This design comes from an exercise in tuning for small area, a short achievable clock period and few clock cycles on the open sky130 flow, not from production work. The RTL was checked by simulation tests, not by an equivalence proof against the original design. Power is estimated from default activity; no workload was simulated.

==> exp/raven <==
==> flow/design.v <==
package mips_cpu_muldiv_pkg;
  typedef enum logic [2:0] {
    MULT  = 3'd0,
    MULTU = 3'd1,
    DIV   = 3'd2,
    DIVU  = 3'd3,
    MTHI  = 3'd4,
    MTLO  = 3'd5
  } muldiv_op_t;
endpackage
module mips_cpu_muldiv_cls (
  input  logic [35:0] v,
  output logic [5:0]  n
);
  logic [63:0] m;
  assign m = {v[34:0] ^ {35{v[35]}}, 1'b1, 28'd0};
  logic [31:0]  v1;  logic [31:0]  c1;
  logic [15:0]  v2;  logic [31:0]  c2;
  logic [7:0]   v3;  logic [23:0]  c3;
  logic [3:0]   v4;  logic [15:0]  c4;
  logic [1:0]   v5;  logic [9:0]   c5;
  logic [5:0]   c6;
  for (genvar g = 0; g < 32; g++) begin : g_l1
    assign v1[g] = m[2*g+1] | m[2*g];
    assign c1[g] = ~m[2*g+1];
  end
  for (genvar g = 0; g < 16; g++) begin : g_l2
    assign v2[g] = v1[2*g+1] | v1[2*g];
    assign c2[2*g+1:2*g] = v1[2*g+1] ? {1'b0, c1[2*g+1]} : {1'b1, c1[2*g]};
  end
  for (genvar g = 0; g < 8; g++) begin : g_l3
    assign v3[g] = v2[2*g+1] | v2[2*g];
    assign c3[3*g+2:3*g] = v2[2*g+1] ? {1'b0, c2[4*g+3:4*g+2]} : {1'b1, c2[4*g+1:4*g]};
  end
  for (genvar g = 0; g < 4; g++) begin : g_l4
    assign v4[g] = v3[2*g+1] | v3[2*g];
    assign c4[4*g+3:4*g] = v3[2*g+1] ? {1'b0, c3[6*g+5:6*g+3]} : {1'b1, c3[6*g+2:6*g]};
  end
  for (genvar g = 0; g < 2; g++) begin : g_l5
    assign v5[g] = v4[2*g+1] | v4[2*g];
    assign c5[5*g+4:5*g] = v4[2*g+1] ? {1'b0, c4[8*g+7:8*g+4]} : {1'b1, c4[8*g+3:8*g]};
  end
  assign c6 = v5[1] ? {1'b0, c5[9:5]} : {1'b1, c5[4:0]};
  assign n  = c6;
endmodule
module mips_cpu_muldiv_add #(
  parameter int W = 64
) (
  input  logic [W-1:0] a,
  input  logic [W-1:0] b,
  input  logic         ci,
  output logic [W-1:0] s
);
  localparam int L = $clog2(W);
  logic [W-1:0] g [L+1];
  logic [W-1:0] p [L+1];
  logic [W-1:0] c;
  assign g[0] = a & b;
  assign p[0] = a ^ b;
  for (genvar l = 0; l < L; l++) begin : g_lvl
    for (genvar i = 0; i < W; i++) begin : g_bit
      if (((i >> l) & 1) == 1) begin : g_op
        localparam int J = ((i >> l) << l) - 1;
        assign g[l+1][i] = g[l][i] | (p[l][i] & g[l][J]);
        assign p[l+1][i] = p[l][i] & p[l][J];
      end else begin : g_pass
        assign g[l+1][i] = g[l][i];
        assign p[l+1][i] = p[l][i];
      end
    end
  end
  assign c[0] = ci;
  for (genvar i = 1; i < W; i++) begin : g_c
    assign c[i] = g[L][i-1] | (p[L][i-1] & ci);
  end
  assign s = p[0] ^ c;
endmodule
module mips_cpu_muldiv_orpre #(
  parameter int W = 35
) (
  input  logic [W-1:0] v,
  output logic [W-1:0] w
);
  localparam int L = $clog2(W);
  logic [W-1:0] o [L+1];
  assign o[0] = v;
  for (genvar l = 0; l < L; l++) begin : g_lvl
    for (genvar i = 0; i < W; i++) begin : g_bit
      if (i + (1 << l) < W) begin : g_or
        assign o[l+1][i] = o[l][i] | o[l][i + (1 << l)];
      end else begin : g_pass
        assign o[l+1][i] = o[l][i];
      end
    end
  end
  assign w = o[L];
endmodule
import mips_cpu_muldiv_pkg::*;
module mips_cpu_muldiv (
  input  logic        clk,
  input  logic        rst,
  input  logic        start,
  input  logic [2:0]  op,
  input  logic [31:0] a,
  input  logic [31:0] b,
  input  logic        flush,
  output logic        busy,
  output logic        done,
  output logic        div_by_zero,
  output logic [31:0] hi,
  output logic [31:0] lo
);
  localparam logic [3:0] PH_DSET = 4'b0001, PH_MITER = 4'b0010, PH_DITER = 4'b0100, PH_DFIN = 4'b1000;
  mips_cpu_muldiv_pkg::muldiv_op_t bus_op;
  assign bus_op = mips_cpu_muldiv_pkg::muldiv_op_t'(op);
  logic        busy_q, done_q, dbz_q;
  logic [3:0]  ph_q;
  logic        sa_q, sb_q, dsub_q, last_q;
  logic [5:0]  cnt_q;
  logic [35:0] x_q, y_q;
  logic [63:0] p_q;
  logic [31:0] hi_q, lo_q;
  logic [5:0]  bc_q;           
  logic [8:0]  ptr_q;          
  function automatic logic [5:0] booth2(input logic [4:0] w);
    logic [5:0] r;
    r[5] = w[4];
    r[4] = (w[4] & ~w[3] & ~w[2]) | (~w[4] & w[3] & w[2]);
    r[3] = w[3] ^ w[2];
    r[2] = w[2];
    r[1] = (w[2] & ~w[1] & ~w[0]) | (~w[2] & w[1] & w[0]);
    r[0] = w[1] ^ w[0];
    booth2 = r;
  endfunction
  logic        accept, sgn_in, mul_in;
  logic [35:0] a_ext, b_ext;
  assign accept = start & ~flush & ~busy_q;
  assign sgn_in = (bus_op == MULT) | (bus_op == DIV);
  assign mul_in = (bus_op == MULT) | (bus_op == MULTU);
  assign a_ext  = {{4{sgn_in & a[31]}}, a};
  assign b_ext  = {{4{sgn_in & b[31]}}, b};
  logic [30:0] eqa_s, eqb_s, eqa_u, eqb_u;
  assign eqa_s = ~(a[30:0] ^ {31{a[31]}});
  assign eqb_s = ~(b[30:0] ^ {31{b[31]}});
  assign eqa_u = ~a[30:0];
  assign eqb_u = ~b[30:0];
  logic [8:1]  ta_s, tb_s, ta_u, tb_u, ta, tb, tm;
  logic [8:0]  hm;             
  logic        swap;
  logic [35:0] mpl, mcd;
  assign ta_s[1] = 1'b1;
  assign tb_s[1] = 1'b1;
  assign ta_u[1] = ~a[31];
  assign tb_u[1] = ~b[31];
  for (genvar j = 2; j <= 8; j++) begin : g_therm
    assign ta_s[j] = &eqa_s[30:35-4*j];
    assign tb_s[j] = &eqb_s[30:35-4*j];
    assign ta_u[j] = ~a[31] & (&eqa_u[30:35-4*j]);
    assign tb_u[j] = ~b[31] & (&eqb_u[30:35-4*j]);
  end
  assign ta   = sgn_in ? ta_s : ta_u;
  assign tb   = sgn_in ? tb_s : tb_u;
  assign swap = |(ta & ~tb);                     
  assign tm   = swap ? ta : tb;
  assign hm   = {tm[8], tm[7:1] & ~tm[8:2], ~tm[1]};
  assign mpl  = swap ? a_ext : b_ext;
  assign mcd  = swap ? b_ext : a_ext;
  function automatic logic [4:0] window(input logic [35:0] y, input logic [8:0] k);
    logic [39:0] yp;
    logic [4:0]  w;
    yp = {y, 4'd0};
    w  = 5'd0;
    for (int j = 0; j <= 8; j++)
      w = w | ({5{k[j]}} & yp[39-4*j -: 5]);
    window = w;
  endfunction
  logic [30:0] wa_s, wb_s, wa_u, wb_u;
  logic [31:0] wa, wb, wa1;
  logic        div_early;
  mips_cpu_muldiv_orpre #(.W(31)) u_was (.v(~eqa_s), .w(wa_s));
  mips_cpu_muldiv_orpre #(.W(31)) u_wbs (.v(~eqb_s), .w(wb_s));
  mips_cpu_muldiv_orpre #(.W(31)) u_wau (.v(~eqa_u), .w(wa_u));
  mips_cpu_muldiv_orpre #(.W(31)) u_wbu (.v(~eqb_u), .w(wb_u));
  assign wa  = sgn_in ? {1'b0, wa_s} : {a[31], wa_u | {31{a[31]}}};
  assign wb  = sgn_in ? {1'b0, wb_s} : {b[31], wb_u | {31{b[31]}}};
  assign wa1 = (sgn_in & a[31]) ? {wa[30:0], 1'b1} : wa;
  assign div_early = |(wb & ~wa1);
  logic [5:0]  ca, cb;
  logic [6:0]  s_full;
  logic [4:0]  s_div;
  mips_cpu_muldiv_cls u_cls_a (.v(p_q[35:0]), .n(ca));
  mips_cpu_muldiv_cls u_cls_b (.v(x_q), .n(cb));
  assign s_full = {1'b0, cb} - {1'b0, ca} + {6'd0, sa_q};
  assign s_div  = (s_full[5:0] > 6'd31) ? 5'd31 : (s_full[4:0] | 5'd1);
  logic        dset, miter, diter;
  logic [63:0] xs, xh, m1, m0, t1, t2, t3, cs_s, cs_c, sum;
  assign dset  = ph_q[0];
  assign miter = ph_q[1];
  assign diter = ph_q[2];
  assign xs    = {{28{x_q[35]}}, x_q};
  assign xh    = {{29{x_q[35]}}, x_q[35:1]};
  assign m1 = bc_q[3] ? xs : (bc_q[4] ? {xs[62:0], 1'b0} : 64'd0);
  assign m0 = bc_q[0] ? xs : (bc_q[1] ? {xs[62:0], 1'b0} : 64'd0);
  assign t1 = miter ? {p_q[59:0], 1'b0, bc_q[5], 2'b00} : p_q;
  assign t2 = miter ? {(bc_q[5] ? ~m1[61:0] : m1[61:0]), 2'b00} :
              diter ? (dsub_q ? ~xh : xh) : 64'd0;
  assign t3 = miter ? (bc_q[2] ? ~m0 : m0) :
              diter ? (dsub_q ? ~xs : xs) : {64{dset & sa_q}};
  assign cs_s = t1 ^ t2 ^ t3;
  assign cs_c = {((t1[62:0] & t2[62:0]) | (t1[62:0] & t3[62:0]) | (t2[62:0] & t3[62:0])),
                 miter ? bc_q[2] : diter ? dsub_q : (~dset & sa_q)};
  mips_cpu_muldiv_add #(.W(64)) u_add (.a(cs_s), .b(cs_c), .ci(diter & dsub_q), .s(sum));
  logic [35:0] u1, u2, rnew;
  logic        acc1, acc2, acc3, qb1, qb0;
  mips_cpu_muldiv_add #(.W(36)) u_add1 (.a(p_q[35:0]), .b(dsub_q ? ~xh[35:0] : xh[35:0]),
                                        .ci(dsub_q), .s(u1));
  mips_cpu_muldiv_add #(.W(36)) u_add2 (.a(p_q[35:0]), .b(dsub_q ? ~x_q : x_q),
                                        .ci(dsub_q), .s(u2));
  assign acc1 = (u1[35] == sa_q);
  assign acc2 = (u2[35] == sa_q);
  assign acc3 = (sum[35] == sa_q);
  assign rnew = acc3 ? sum[35:0] : acc2 ? u2 : acc1 ? u1 : p_q[35:0];
  assign qb1  = acc2 | acc3;
  assign qb0  = acc3 | (acc1 & ~acc2);
  logic [31:0] qneg;
  assign qneg = -y_q[31:0];
  always_ff @(posedge clk) begin
    if (rst) begin
      busy_q <= 1'b0;
      done_q <= 1'b0;
      dbz_q  <= 1'b0;
      hi_q   <= '0;
      lo_q   <= '0;
    end else begin
      done_q <= 1'b0;
      dbz_q  <= 1'b0;
      if (!busy_q) begin
        if (accept) begin
          case (bus_op)
            MTHI: begin hi_q <= a; done_q <= 1'b1; end
            MTLO: begin lo_q <= a; done_q <= 1'b1; end
            MULT, MULTU: busy_q <= 1'b1;
            DIV, DIVU: begin
              if (b == 32'd0) begin
                done_q <= 1'b1;
                dbz_q  <= 1'b1;
              end else if (div_early) begin
                hi_q   <= a;
                lo_q   <= 32'd0;
                done_q <= 1'b1;
              end else busy_q <= 1'b1;
            end
            default: ;
          endcase
        end
      end else if (flush) begin
        busy_q <= 1'b0;
      end else begin
        if (miter && last_q) begin
          {hi_q, lo_q} <= sum;
          done_q <= 1'b1;
          busy_q <= 1'b0;
        end
        if (diter && last_q && !sa_q && !sb_q) begin
          hi_q   <= rnew[31:0];
          lo_q   <= {y_q[29:0], qb1, qb0};
          done_q <= 1'b1;
          busy_q <= 1'b0;
        end
        if (ph_q[3]) begin
          hi_q   <= sum[31:0];
          lo_q   <= (sa_q ^ sb_q) ? qneg : y_q[31:0];
          done_q <= 1'b1;
          busy_q <= 1'b0;
        end
      end
    end
  end
  always_ff @(posedge clk) begin
    if (!busy_q) begin
      sa_q   <= a_ext[35];
      sb_q   <= b_ext[35];
      dsub_q <= (a_ext[35] == b_ext[35]);
      if (mul_in) begin
        ph_q   <= PH_MITER;
        x_q    <= mcd;
        y_q    <= mpl;
        bc_q   <= booth2(window(mpl, hm));
        ptr_q  <= hm;
        p_q    <= 64'd0;
        last_q <= hm[8];
      end else begin
        ph_q   <= PH_DSET;
        x_q    <= b_ext;
        p_q    <= {{28{a_ext[35]}}, a_ext};
      end
    end else begin
      if (dset) begin
        ph_q   <= PH_DITER;
        x_q    <= x_q << s_div;
        y_q    <= 36'd0;
        p_q    <= sum;
        cnt_q  <= {2'b11, ~s_div[4:1]};
        last_q <= s_div[4:1] == 4'd0;
      end
      if (miter) begin
        p_q    <= sum;
        bc_q   <= booth2(window(y_q, {ptr_q[7:0], 1'b0}));
        ptr_q  <= {ptr_q[7:0], 1'b0};
        last_q <= ptr_q[7];
      end
      if (diter) begin
        p_q[35:0] <= rnew;
        y_q    <= {y_q[33:0], qb1, qb0};
        x_q    <= {{2{x_q[35]}}, x_q[35:2]};
        cnt_q  <= cnt_q + 6'd1;
        last_q <= cnt_q == 6'd62;
        if (last_q) ph_q <= PH_DFIN;
      end
    end
  end
  assign busy        = busy_q;
  assign done        = done_q;
  assign div_by_zero = dbz_q;
  assign hi          = hi_q;
  assign lo          = lo_q;
endmodule
==> flow/flow/run.sh <==
#!/bin/bash
# The standard layout (standard synthesis, floorplan, placement, CTS, routing), with two
# changes to how it is made: every port still gets its own buffer, but a sky130 buf_2 rather
# than the delay buffer buffer_ports picks by default, and timing repair may resize a cell to
# any footprint. make's full output goes to standard.log in this folder; each ORFS step also
# keeps its own log under orfs/logs/.
set -euo pipefail
bash standard.sh "BUFFER_PORTS_ARGS=-buffer_cell sky130_fd_sc_hd__buf_2" MATCH_CELL_FOOTPRINT=0 finish \
  > standard.log 2>&1
==> flow/standard.sh <==
#!/bin/bash
# synth_recipe.tcl (not shown) runs the flow's synth.tcl, then flattens the netlist and writes it again
# the make line also repeats each setting of config.mk as NAME=value (left out here)
make -C /OpenROAD-flow-scripts/flow DESIGN_CONFIG=/design/flow/config.mk WORK_HOME=/design/flow/orfs CLKGATE_MAP_FILE= SYNTH_SCRIPT=/design/flow/synth_recipe.tcl "${@:-finish}"
==> flow/config.mk <==
export PLATFORM = sky130hd
export DESIGN_NAME = mips_cpu_muldiv
export DESIGN_NICKNAME = mips_cpu_muldiv
export VERILOG_FILES = /design/flow/design.v
export SDC_FILE = /design/flow/constraint.sdc
export NUM_CORES = 4
export LEC_CHECK = 0
export ABC_CLOCK_PERIOD_IN_PS = 3000
export CAP_MARGIN = 30
export CORE_MARGIN = 2
export CORE_UTILIZATION = 40
export PLACE_DENSITY = 0.55
export SETUP_SLACK_MARGIN = 5
export SLEW_MARGIN = 30
==> flow/constraint.sdc <==
create_clock -name core_clock -period 11.0 [get_ports {clk}]
set_input_delay 2.2000 -clock core_clock [delete_from_list [all_inputs] [get_ports {clk}]]
set_output_delay 2.2000 -clock core_clock [all_outputs]
set_load 0.01 [all_outputs]
==> exp/cedar (differences from exp/raven) <==
--- a/flow/design.v
+++ b/flow/design.v
@@ -121,7 +121,6 @@
   logic [63:0] p_q;
   logic [31:0] hi_q, lo_q;
   logic [5:0]  bc_q;           
-  logic [8:0]  ptr_q;          
   function automatic logic [5:0] booth2(input logic [4:0] w);
     logic [5:0] r;
     r[5] = w[4];
@@ -147,7 +146,8 @@
   logic [8:1]  ta_s, tb_s, ta_u, tb_u, ta, tb, tm;
   logic [8:0]  hm;             
   logic        swap;
-  logic [35:0] mpl, mcd;
+  logic [35:0] mpl, mcd, ynorm;
+  logic [3:0]  jm;
   assign ta_s[1] = 1'b1;
   assign tb_s[1] = 1'b1;
   assign ta_u[1] = ~a[31];
@@ -165,15 +165,12 @@
   assign hm   = {tm[8], tm[7:1] & ~tm[8:2], ~tm[1]};
   assign mpl  = swap ? a_ext : b_ext;
   assign mcd  = swap ? b_ext : a_ext;
-  function automatic logic [4:0] window(input logic [35:0] y, input logic [8:0] k);
-    logic [39:0] yp;
-    logic [4:0]  w;
-    yp = {y, 4'd0};
-    w  = 5'd0;
+  always_comb begin
+    ynorm = 36'd0;
     for (int j = 0; j <= 8; j++)
-      w = w | ({5{k[j]}} & yp[39-4*j -: 5]);
-    window = w;
-  endfunction
+      ynorm = ynorm | ({36{hm[j]}} & (mpl << (4 * j)));
+  end
+  assign jm = {hm[8], |hm[7:4], hm[7] | hm[6] | hm[3] | hm[2], hm[7] | hm[5] | hm[3] | hm[1]};
   logic [30:0] wa_s, wb_s, wa_u, wb_u;
   logic [31:0] wa, wb, wa1;
   logic        div_early;
@@ -211,7 +208,7 @@
                  miter ? bc_q[2] : diter ? dsub_q : (~dset & sa_q)};
   mips_cpu_muldiv_add #(.W(64)) u_add (.a(cs_s), .b(cs_c), .ci(diter & dsub_q), .s(sum));
   logic [35:0] u1, u2, rnew;
-  logic        acc1, acc2, acc3, qb1, qb0;
+  logic        acc1, acc2, acc3;
   mips_cpu_muldiv_add #(.W(36)) u_add1 (.a(p_q[35:0]), .b(dsub_q ? ~xh[35:0] : xh[35:0]),
                                         .ci(dsub_q), .s(u1));
   mips_cpu_muldiv_add #(.W(36)) u_add2 (.a(p_q[35:0]), .b(dsub_q ? ~x_q : x_q),
@@ -220,8 +217,6 @@
   assign acc2 = (u2[35] == sa_q);
   assign acc3 = (sum[35] == sa_q);
   assign rnew = acc3 ? sum[35:0] : acc2 ? u2 : acc1 ? u1 : p_q[35:0];
-  assign qb1  = acc2 | acc3;
-  assign qb0  = acc3 | (acc1 & ~acc2);
   logic [31:0] qneg;
   assign qneg = -y_q[31:0];
   always_ff @(posedge clk) begin
@@ -261,12 +256,6 @@
           done_q <= 1'b1;
           busy_q <= 1'b0;
         end
-        if (diter && last_q && !sa_q && !sb_q) begin
-          hi_q   <= rnew[31:0];
-          lo_q   <= {y_q[29:0], qb1, qb0};
-          done_q <= 1'b1;
-          busy_q <= 1'b0;
-        end
         if (ph_q[3]) begin
           hi_q   <= sum[31:0];
           lo_q   <= (sa_q ^ sb_q) ? qneg : y_q[31:0];
@@ -284,10 +273,10 @@
       if (mul_in) begin
         ph_q   <= PH_MITER;
         x_q    <= mcd;
-        y_q    <= mpl;
-        bc_q   <= booth2(window(mpl, hm));
-        ptr_q  <= hm;
+        y_q    <= ynorm;
+        bc_q   <= booth2(ynorm[35:31]);
         p_q    <= 64'd0;
+        cnt_q  <= {2'b0, jm};
         last_q <= hm[8];
       end else begin
         ph_q   <= PH_DSET;
@@ -305,13 +294,14 @@
       end
       if (miter) begin
         p_q    <= sum;
-        bc_q   <= booth2(window(y_q, {ptr_q[7:0], 1'b0}));
-        ptr_q  <= {ptr_q[7:0], 1'b0};
-        last_q <= ptr_q[7];
+        y_q    <= {y_q[31:0], 4'd0};
+        bc_q   <= booth2(y_q[31:27]);
+        cnt_q  <= cnt_q + 6'd1;
+        last_q <= cnt_q == 6'd7;
       end
       if (diter) begin
         p_q[35:0] <= rnew;
-        y_q    <= {y_q[33:0], qb1, qb0};
+        y_q    <= {y_q[33:0], acc2 | acc3, acc3 | (acc1 & ~acc2)};
         x_q    <= {{2{x_q[35]}}, x_q[35:2]};
         cnt_q  <= cnt_q + 6'd1;
         last_q <= cnt_q == 6'd62;
CORE_UTILIZATION = 50   (was 40)
PLACE_DENSITY = 0.65   (was 0.55)
==> exp/willow (differences from exp/raven) <==
--- a/flow/design.v
+++ b/flow/design.v
@@ -120,17 +120,16 @@
   logic [35:0] x_q, y_q;
   logic [63:0] p_q;
   logic [31:0] hi_q, lo_q;
-  logic [5:0]  bc_q;           
-  logic [8:0]  ptr_q;          
-  function automatic logic [5:0] booth2(input logic [4:0] w);
-    logic [5:0] r;
-    r[5] = w[4];
-    r[4] = (w[4] & ~w[3] & ~w[2]) | (~w[4] & w[3] & w[2]);
-    r[3] = w[3] ^ w[2];
-    r[2] = w[2];
-    r[1] = (w[2] & ~w[1] & ~w[0]) | (~w[2] & w[1] & w[0]);
-    r[0] = w[1] ^ w[0];
-    booth2 = r;
+  logic [11:0] bc_q;           
+  logic [4:0]  ptr_q;          
+  function automatic logic [11:0] booth4(input logic [8:0] w);
+    logic [11:0] r;
+    for (int i = 0; i < 4; i++) begin
+      r[3*i+2] = w[2*i+2];
+      r[3*i+1] = (w[2*i+2] & ~w[2*i+1] & ~w[2*i]) | (~w[2*i+2] & w[2*i+1] & w[2*i]);
+      r[3*i]   = w[2*i+1] ^ w[2*i];
+    end
+    booth4 = r;
   endfunction
   logic        accept, sgn_in, mul_in;
   logic [35:0] a_ext, b_ext;
@@ -144,34 +143,34 @@
   assign eqb_s = ~(b[30:0] ^ {31{b[31]}});
   assign eqa_u = ~a[30:0];
   assign eqb_u = ~b[30:0];
-  logic [8:1]  ta_s, tb_s, ta_u, tb_u, ta, tb, tm;
-  logic [8:0]  hm;             
+  logic [4:1]  ta_s, tb_s, ta_u, tb_u, ta, tb, tm;
+  logic [4:0]  hm;             
   logic        swap;
   logic [35:0] mpl, mcd;
   assign ta_s[1] = 1'b1;
   assign tb_s[1] = 1'b1;
   assign ta_u[1] = ~a[31];
   assign tb_u[1] = ~b[31];
-  for (genvar j = 2; j <= 8; j++) begin : g_therm
-    assign ta_s[j] = &eqa_s[30:35-4*j];
-    assign tb_s[j] = &eqb_s[30:35-4*j];
-    assign ta_u[j] = ~a[31] & (&eqa_u[30:35-4*j]);
-    assign tb_u[j] = ~b[31] & (&eqb_u[30:35-4*j]);
+  for (genvar j = 2; j <= 4; j++) begin : g_therm
+    assign ta_s[j] = &eqa_s[30:39-8*j];
+    assign tb_s[j] = &eqb_s[30:39-8*j];
+    assign ta_u[j] = ~a[31] & (&eqa_u[30:39-8*j]);
+    assign tb_u[j] = ~b[31] & (&eqb_u[30:39-8*j]);
   end
   assign ta   = sgn_in ? ta_s : ta_u;
   assign tb   = sgn_in ? tb_s : tb_u;
   assign swap = |(ta & ~tb);                     
   assign tm   = swap ? ta : tb;
-  assign hm   = {tm[8], tm[7:1] & ~tm[8:2], ~tm[1]};
+  assign hm   = {tm[4], tm[3:1] & ~tm[4:2], ~tm[1]};
   assign mpl  = swap ? a_ext : b_ext;
   assign mcd  = swap ? b_ext : a_ext;
-  function automatic logic [4:0] window(input logic [35:0] y, input logic [8:0] k);
-    logic [39:0] yp;
-    logic [4:0]  w;
-    yp = {y, 4'd0};
-    w  = 5'd0;
-    for (int j = 0; j <= 8; j++)
-      w = w | ({5{k[j]}} & yp[39-4*j -: 5]);
+  function automatic logic [8:0] window(input logic [35:0] y, input logic [4:0] k);
+    logic [40:0] yp;
+    logic [8:0]  w;
+    yp = {{4{y[35]}}, y, 1'b0};
+    w  = 9'd0;
+    for (int j = 0; j <= 4; j++)
+      w = w | ({9{k[j]}} & yp[40-8*j -: 9]);
     window = w;
   endfunction
   logic [30:0] wa_s, wb_s, wa_u, wb_u;
@@ -193,23 +192,43 @@
   assign s_full = {1'b0, cb} - {1'b0, ca} + {6'd0, sa_q};
   assign s_div  = (s_full[5:0] > 6'd31) ? 5'd31 : (s_full[4:0] | 5'd1);
   logic        dset, miter, diter;
-  logic [63:0] xs, xh, m1, m0, t1, t2, t3, cs_s, cs_c, sum;
+  logic [45:0] xs, xh, t1, t2, t3, t4, t5, s1, c1, s2, c2, s3, c3, sum;
+  logic [45:0] row [4];
+  logic [19:0] up, up_inc, up_dec, up_new;
+  logic [63:0] p_new;
   assign dset  = ph_q[0];
   assign miter = ph_q[1];
   assign diter = ph_q[2];
-  assign xs    = {{28{x_q[35]}}, x_q};
-  assign xh    = {{29{x_q[35]}}, x_q[35:1]};
-  assign m1 = bc_q[3] ? xs : (bc_q[4] ? {xs[62:0], 1'b0} : 64'd0);
-  assign m0 = bc_q[0] ? xs : (bc_q[1] ? {xs[62:0], 1'b0} : 64'd0);
-  assign t1 = miter ? {p_q[59:0], 1'b0, bc_q[5], 2'b00} : p_q;
-  assign t2 = miter ? {(bc_q[5] ? ~m1[61:0] : m1[61:0]), 2'b00} :
-              diter ? (dsub_q ? ~xh : xh) : 64'd0;
-  assign t3 = miter ? (bc_q[2] ? ~m0 : m0) :
-              diter ? (dsub_q ? ~xs : xs) : {64{dset & sa_q}};
-  assign cs_s = t1 ^ t2 ^ t3;
-  assign cs_c = {((t1[62:0] & t2[62:0]) | (t1[62:0] & t3[62:0]) | (t2[62:0] & t3[62:0])),
-                 miter ? bc_q[2] : diter ? dsub_q : (~dset & sa_q)};
-  mips_cpu_muldiv_add #(.W(64)) u_add (.a(cs_s), .b(cs_c), .ci(diter & dsub_q), .s(sum));
+  assign xs    = {{10{x_q[35]}}, x_q};
+  assign xh    = {{11{x_q[35]}}, x_q[35:1]};
+  for (genvar i = 0; i < 4; i++) begin : g_row
+    logic [45:0] m;
+    assign m = bc_q[3*i] ? xs : (bc_q[3*i+1] ? {xs[44:0], 1'b0} : 46'd0);
+    if (i == 0) begin : g_r0
+      assign row[i] = bc_q[3*i+2] ? ~m : m;
+    end else begin : g_ri
+      assign row[i] = {(bc_q[3*i+2] ? ~m[45-2*i:0] : m[45-2*i:0]), {(2*i){1'b0}}};
+    end
+  end
+  assign t1 = miter ? {2'b00, p_q[35:0], 1'b0, bc_q[11], 1'b0, bc_q[8], 1'b0, bc_q[5], 1'b0, bc_q[2]}
+                    : {{10{p_q[35]}}, p_q[35:0]};
+  assign t2 = miter ? row[3] : diter ? (dsub_q ? ~xh : xh) : 46'd0;
+  assign t3 = miter ? row[2] : diter ? (dsub_q ? ~xs : xs) : {46{dset & sa_q}};
+  assign t4 = miter ? row[1] : 46'd0;
+  assign t5 = miter ? row[0] : 46'd0;
+  assign s1 = t1 ^ t2 ^ t3;
+  assign c1 = {((t1[44:0] & t2[44:0]) | (t1[44:0] & t3[44:0]) | (t2[44:0] & t3[44:0])),
+               diter ? dsub_q : (~miter & ~dset & sa_q)};
+  assign s2 = s1 ^ c1 ^ t4;
+  assign c2 = {((s1[44:0] & c1[44:0]) | (s1[44:0] & t4[44:0]) | (c1[44:0] & t4[44:0])), 1'b0};
+  assign s3 = s2 ^ c2 ^ t5;
+  assign c3 = {((s2[44:0] & c2[44:0]) | (s2[44:0] & t5[44:0]) | (c2[44:0] & t5[44:0])), 1'b0};
+  mips_cpu_muldiv_add #(.W(46)) u_add (.a(s3), .b(c3), .ci(diter & dsub_q), .s(sum));
+  assign up     = p_q[55:36];
+  assign up_inc = up + 20'd1;
+  assign up_dec = up - 20'd1;
+  assign up_new = sum[45] ? up_dec : (sum[44] ? up_inc : up);
+  assign p_new  = {up_new, sum[43:0]};
   logic [35:0] u1, u2, rnew;
   logic        acc1, acc2, acc3, qb1, qb0;
   mips_cpu_muldiv_add #(.W(36)) u_add1 (.a(p_q[35:0]), .b(dsub_q ? ~xh[35:0] : xh[35:0]),
@@ -257,7 +276,7 @@
         busy_q <= 1'b0;
       end else begin
         if (miter && last_q) begin
-          {hi_q, lo_q} <= sum;
+          {hi_q, lo_q} <= p_new;
           done_q <= 1'b1;
           busy_q <= 1'b0;
         end
@@ -285,10 +304,10 @@
         ph_q   <= PH_MITER;
         x_q    <= mcd;
         y_q    <= mpl;
-        bc_q   <= booth2(window(mpl, hm));
+        bc_q   <= booth4(window(mpl, hm));
         ptr_q  <= hm;
         p_q    <= 64'd0;
-        last_q <= hm[8];
+        last_q <= hm[4];
       end else begin
         ph_q   <= PH_DSET;
         x_q    <= b_ext;
@@ -299,15 +318,15 @@
         ph_q   <= PH_DITER;
         x_q    <= x_q << s_div;
         y_q    <= 36'd0;
-        p_q    <= sum;
+        p_q[35:0] <= sum[35:0];
         cnt_q  <= {2'b11, ~s_div[4:1]};
         last_q <= s_div[4:1] == 4'd0;
       end
       if (miter) begin
-        p_q    <= sum;
-        bc_q   <= booth2(window(y_q, {ptr_q[7:0], 1'b0}));
-        ptr_q  <= {ptr_q[7:0], 1'b0};
-        last_q <= ptr_q[7];
+        p_q    <= p_new;
+        bc_q   <= booth4(window(y_q, {ptr_q[3:0], 1'b0}));
+        ptr_q  <= {ptr_q[3:0], 1'b0};
+        last_q <= ptr_q[3];
       end
       if (diter) begin
         p_q[35:0] <= rnew;
CAP_MARGIN = 20   (was 30)
PLACE_DENSITY = not set   (was 0.55)
SLEW_MARGIN = 20   (was 30)
==> results.txt <==
| quantity | exp/raven | exp/cedar | exp/willow |
|---|---|---|---|
| Reg-to-Reg End | hi_q[23] | x_q[25] | hi_q[23] |
| Sequential cell area | 0.00612 sq mm | 0.00588 sq mm | 0.00594 sq mm |
| Routed len/inst | 29.8 microns | 29.0 microns | 30.2 microns |
| Final core utilization | 46.4% | 57.9% | 51.5% |
| Launch point of the worst reg-to-reg path | bc_q[0] | x_q[35] | bc_q[9] |
| Max incr delay on CP | 0.62 ns | 0.50 ns | 0.62 ns |
| Number of flip-flops and latches | 227 | 219 | 221 |
| Ratio of routed vias to standard cells | 6.65 | 7.02 | 6.79 |
| Biggest fanout along the worst timing path | 56 | 7 | 11 |
| Starting density of the core | 40.4% | 50.5% | 40.3% |
| Switch Pwr | 3.51 mW | 3.10 mW | 5.22 mW |
| Simple-gate share of the synthesized area | 20.2% | 19.5% | 19.2% |
| Met3 WL | 16,600 microns | 19,100 microns | 22,600 microns |
| Number of register bits inferred by synthesis | 227 | 219 | 221 |
| Placed wire-length estimate | 105,000 microns | 94,000 microns | 110,000 microns |
| Maximum number of pins on one net before global-route repair | 95 | 74 | 84 |
| Cell Count, Final, Fillers Out | 4,902 | 4,692 | 5,461 |
| Non-clock buffer share of cell area | 7.15% | 7.64% | 11.7% |
| Multi-input logic area | 0.0233 sq mm | 0.0232 sq mm | 0.0277 sq mm |
| Syn Nets | 4,166 | 4,134 | 4,519 |
| Worst reg-to-reg setup slack | 5.08 ns | 4.95 ns | 4.55 ns |
| Die width | 278 microns | 248 microns | 288 microns |
| Die Outline Area | 0.0772 sq mm | 0.0614 sq mm | 0.0831 sq mm |
| Number of inverters outside the clock class in the layout | 119 | 159 | 186 |
| Run status | complete, no violations | complete, no violations | failed layout checks |
| Layout check failures | - | - | max-capacitance violations, max-slew violations |
| Fraction of the yosys area taken by sequential cells | 20.3% | 19.7% | 18.3% |
Testbench counts of exp/raven, summed over its fixed seeds: cycles 64,859.
Testbench counts of exp/cedar, summed over its fixed seeds: cycles 66,624.
Testbench counts of exp/willow, summed over its fixed seeds: cycles 51,344.

-- static timing again, ports no longer ideal --
No port has a modelled driver above. Below, the same layouts with a new extraction and two added sets of constraints. Step 1 sets driving cells, clkbuf_16 on the clock port and buf_2 on the other inputs (assumed; they add their load-dependent delay and slew). Step 2, shift: input delay + t, output delay - t, t = (earliest + latest rising clock arrival at the registers) / 2. This alone moves slack from input paths to output paths. Slacks: no drivers / after step 1 / after step 2; pairs: no drivers / after step 1.
run	t, ns	slack for setup (ns)	worst setup path at the end
exp/raven	0.664	4.872 / 4.920 / 4.256	input to register
exp/cedar	0.613	4.953 / 4.953 / 4.394	input to register
exp/willow	0.659	4.555 / 4.555 / 4.256	input to register
For exp/raven, which loses most, drivers alone change the setup slack by +0.048 ns; drivers and shift together by -0.616 ns.
